This design comes from an exercise in tuning for small area, a short achievable clock period and few clock cycles on the open sky130 flow, not from production work.
Where RTL was checked, it was by simulation tests only, not by an equivalence proof against the original.

==> run X: inputs <==
## periodic_wavelet_analysis
module periodic_wavelet_analysis (
    input  logic                                   i_clk,
    input  logic                                   i_rst_n,
    input  logic                                   i_in_valid,
    output logic                                   o_in_ready,
    input  logic                                   i_in_mode,
    input  logic [pwa_pkg::COEF_IDX_W-1:0]         i_in_coef_index,
    input  logic signed [pwa_pkg::COEF_WIDTH-1:0]  i_in_low_coef,
    input  logic signed [pwa_pkg::COEF_WIDTH-1:0]  i_in_high_coef,
    input  logic signed [pwa_pkg::SAMPLE_WIDTH-1:0] i_in_sample,
    output logic                                   o_out_valid,
    input  logic                                   i_out_ready,
    output logic signed [pwa_pkg::OUT_W-1:0]       o_out_low,
    output logic signed [pwa_pkg::OUT_W-1:0]       o_out_high,
    output logic [pwa_pkg::OUT_IDX_W-1:0]          o_out_index,
    output logic                                   o_out_last,
    input  logic                                   i_cfg_we,
    input  logic [pwa_pkg::CFG_IDX_W-1:0]          i_cfg_index,
    input  logic [pwa_pkg::CFG_DATA_W-1:0]         i_cfg_data
);
==> flow/config.mk <==
export PLATFORM = sky130hd
export DESIGN_NAME = periodic_wavelet_analysis
export DESIGN_NICKNAME = periodic_wavelet_analysis
export VERILOG_FILES = /design/flow/design.v
export SDC_FILE = /design/flow/constraint.sdc
export NUM_CORES = 4
export LEC_CHECK = 0
export CAP_MARGIN = 20
export CORE_MARGIN = 2
export CORE_UTILIZATION = 40
export SETUP_SLACK_MARGIN = 5
export SLEW_MARGIN = 20
==> flow/constraint.sdc <==
create_clock -name core_clock -period 10.0 [get_ports {i_clk}]
set_input_delay 2.0000 -clock core_clock [delete_from_list [all_inputs] [get_ports {i_clk}]]
set_output_delay 2.0000 -clock core_clock [all_outputs]
set_load 0.01 [all_outputs]
run.sh (not shown) runs the stock make flow with config.mk's settings and CLKGATE_MAP_FILE= SYNTH_SCRIPT=/design/flow/synth_recipe.tcl, a recipe that flattens the netlist after the stock synthesis.
==> run F (differences from run X) <==
--- a/flow/design.v
+++ b/flow/design.v
@@ -105,28 +105,37 @@
     output logic [W-1:0] o_c
 );
     logic [W-1:0] maj;
     assign o_s = i_a ^ i_b ^ i_c;
     assign maj = (i_a & i_b) | (i_a & i_c) | (i_b & i_c);
     assign o_c = {maj[W-2:0], 1'b0};
 endmodule
 module pwa_bmul2 (
-    input  logic [7:0]  i_one,
-    input  logic [7:0]  i_two,
-    input  logic [7:0]  i_neg,
+    input  logic [15:0] i_x,
     input  logic [15:0] i_a,
     input  logic [15:0] i_b,
     output logic [31:0] o_as,
     output logic [31:0] o_ac,
     output logic [31:0] o_bs,
     output logic [31:0] o_bc
 );
-    pwa_bmul_rows u_a (.i_m(i_a), .i_one(i_one), .i_two(i_two), .i_neg(i_neg), .o_s(o_as), .o_c(o_ac));
-    pwa_bmul_rows u_b (.i_m(i_b), .i_one(i_one), .i_two(i_two), .i_neg(i_neg), .o_s(o_bs), .o_c(o_bc));
+    logic [16:0] xe;
+    logic [7:0]  one, two, neg;
+    assign xe = {i_x, 1'b0};
+    always_comb begin
+        for (int i = 0; i < 8; i++) begin
+            one[i] = xe[2*i] ^ xe[2*i+1];
+            two[i] = (xe[2*i+2] & ~xe[2*i+1] & ~xe[2*i]) |
+                     (~xe[2*i+2] & xe[2*i+1] & xe[2*i]);
+            neg[i] = xe[2*i+2];
+        end
+    end
+    pwa_bmul_rows u_a (.i_m(i_a), .i_one(one), .i_two(two), .i_neg(neg), .o_s(o_as), .o_c(o_ac));
+    pwa_bmul_rows u_b (.i_m(i_b), .i_one(one), .i_two(two), .i_neg(neg), .o_s(o_bs), .o_c(o_bc));
 endmodule
 module pwa_bmul_rows (
     input  logic [15:0] i_m,
     input  logic [7:0]  i_one,
     input  logic [7:0]  i_two,
     input  logic [7:0]  i_neg,
     output logic [31:0] o_s,
     output logic [31:0] o_c
@@ -378,23 +387,21 @@
                 a_bp <= r_bf;
             end else begin
                 a_bc <= r_bf;
                 a_wj <= neg_ph;
                 a_wr <= neg_ph;
             end
         end
     end
-    logic ovl_wait;
     logic can_smp_nx, can_tap_nx, stg_v_nx, stg_mode_nx, rdy_nx, take;
     always_comb begin
         can_tap_nx = !a_act_nx && !a_pend_nx;
-        if (cmp_ev || a_fin) ovl_wait = (thr != 6'd0);
-        else                 ovl_wait = ({1'b0, a_j, 1'b0} < 8'(thr) + 8'(r_f) + 8'd1);
-        can_smp_nx = !a_pend_nx && !cfg_we_q && !(n128 && a_act_nx && ovl_wait);
+        can_smp_nx = !a_pend_nx && !cfg_we_q &&
+                     !(n128 && a_act_nx && ({1'b0, a_j_nx, 1'b0} < 8'(thr) + 8'(f_nx)));
         take        = i_in_valid & rdy_q;
         stg_v_nx    = take | (stg_v & ~proc);
         stg_mode_nx = take ? i_in_mode : stg_mode;
         rdy_nx      = !stg_v_nx || (stg_mode_nx ? can_smp_nx : can_tap_nx);
     end
     always_ff @(posedge i_clk) begin
         if (!i_rst_n) begin
             stg_v     <= 1'b0;
@@ -423,56 +430,36 @@
         r_s     <= a_s;
         for (int q = 0; q < 4; q++) begin
             r_row[q] <= a_bc + ((a_wr[6:2] + 5'(q < int'(a_wr[1:0]))) & mask[6:2]);
             r_sel[q] <= 2'((a_wr + 7'(q)) & mask);
             r_lm[q]  <= ({a_s, 2'(q)} < taps);
         end
     end
     logic        m_v, m_first, m_last;
-    logic [15:0] m_lo [4], m_hi [4];
-    logic [7:0]  m_one [4], m_two [4], m_neg [4];
-    logic [15:0] xs [4];
-    logic [7:0]  e_one [4], e_two [4], e_neg [4];
-    always_comb begin
-        for (int l = 0; l < 4; l++) begin
-            logic [16:0] xe;
-            xs[l] = r_lm[l] ? bd[r_sel[l]] : 16'd0;
-            xe = {xs[l], 1'b0};
-            for (int i = 0; i < 8; i++) begin
-                e_one[l][i] = xe[2*i] ^ xe[2*i+1];
-                e_two[l][i] = (xe[2*i+2] & ~xe[2*i+1] & ~xe[2*i]) |
-                              (~xe[2*i+2] & xe[2*i+1] & xe[2*i]);
-                e_neg[l][i] = xe[2*i+2];
-            end
-        end
-    end
+    logic [15:0] m_x [4], m_lo [4], m_hi [4];
     logic [15:0] bd [4];
     always_comb begin
         for (int q = 0; q < 4; q++) bd[q] = sbank[q][r_row[q]];
     end
     always_ff @(posedge i_clk) begin
         if (!i_rst_n) m_v <= 1'b0;
         else          m_v <= r_v;
         m_first <= r_first;
         m_last  <= r_last;
         for (int l = 0; l < 4; l++) begin
-            m_one[l] <= e_one[l];
-            m_two[l] <= e_two[l];
-            m_neg[l] <= e_neg[l];
+            m_x[l]  <= r_lm[l] ? bd[r_sel[l]] : 16'd0;
             m_lo[l] <= lbank[l][r_s];
             m_hi[l] <= hbank[l][r_s];
         end
     end
     logic [31:0] pl_s [4], pl_c [4], ph_s [4], ph_c [4];
     for (genvar l = 0; l < 4; l++) begin : g_mul
         pwa_bmul2 u_mul (
-            .i_one(m_one[l]),
-            .i_two(m_two[l]),
-            .i_neg(m_neg[l]),
+            .i_x  (m_x[l]),
             .i_a  (m_lo[l]),
             .i_b  (m_hi[l]),
             .o_as (pl_s[l]),
             .o_ac (pl_c[l]),
             .o_bs (ph_s[l]),
             .o_bc (ph_c[l])
         );
     end
ABC_CLOCK_PERIOD_IN_PS = 3500   (was default)
==> qor summary <==
item	run X	run F
Data arrival, critical path	5.65 ns	5.75 ns
Sinks on Clock Net	4,350	4,318
Total clock buffers created by CTS	460	447
First-pass GRT wire length	885,000 um	1,000,000 um
Reg2Reg Depth	9	10
Share of cells above drive strength 1	14.8%	13.8%
DRT antenna net count	0	1
Total Routing Usage GR	22.3%	23.1%
Run status	timing/DRC/antenna clean	complete, but fails checks
Layout check failures	-	antenna rules
Clock network area share	6.29%	5.74%
Area taken by flip-flops and latches	0.121 mm2	0.120 mm2
Launching point of the worst reg2reg path	r_row[1][0]	m_x[2][5]
Testbench counts of run X, summed over its fixed seeds: cycles 22,640.
The RTL of run F was laid out without a check of its function.

==> afterwards: timing with drivers on the ports <==
In the flow no input, the clock included, has a driving cell. The finished layouts below were timed again as built, in two steps.
Step 1 assumes that a clkbuf_16 drives the clock port and a buf_2 every other input.
Step 2 also shifts input and output timing later by t, the mid clock arrival at the registers, as if the neighbouring blocks saw the same clock.
Three values: ideal, step 1, step 2; two values: the first two.
| run | shift t [ns] | slack for setup (ns) | hold slack, ns | worst setup path at the end | pins driven straight from the clock port |
|---|---|---|---|---|---|
| run X | 1.158 | 5.313 / 5.313 / 4.821 | 0.328 / 0.328 / 0.328 | input to register | 1 |
| run F | 1.155 | 5.126 / 5.126 / 4.309 | 0.337 / 0.337 / 0.337 | input to register | 1 |
For run F, which loses most, drivers alone change the setup slack by 0.000 ns; drivers and shift together by -0.817 ns.
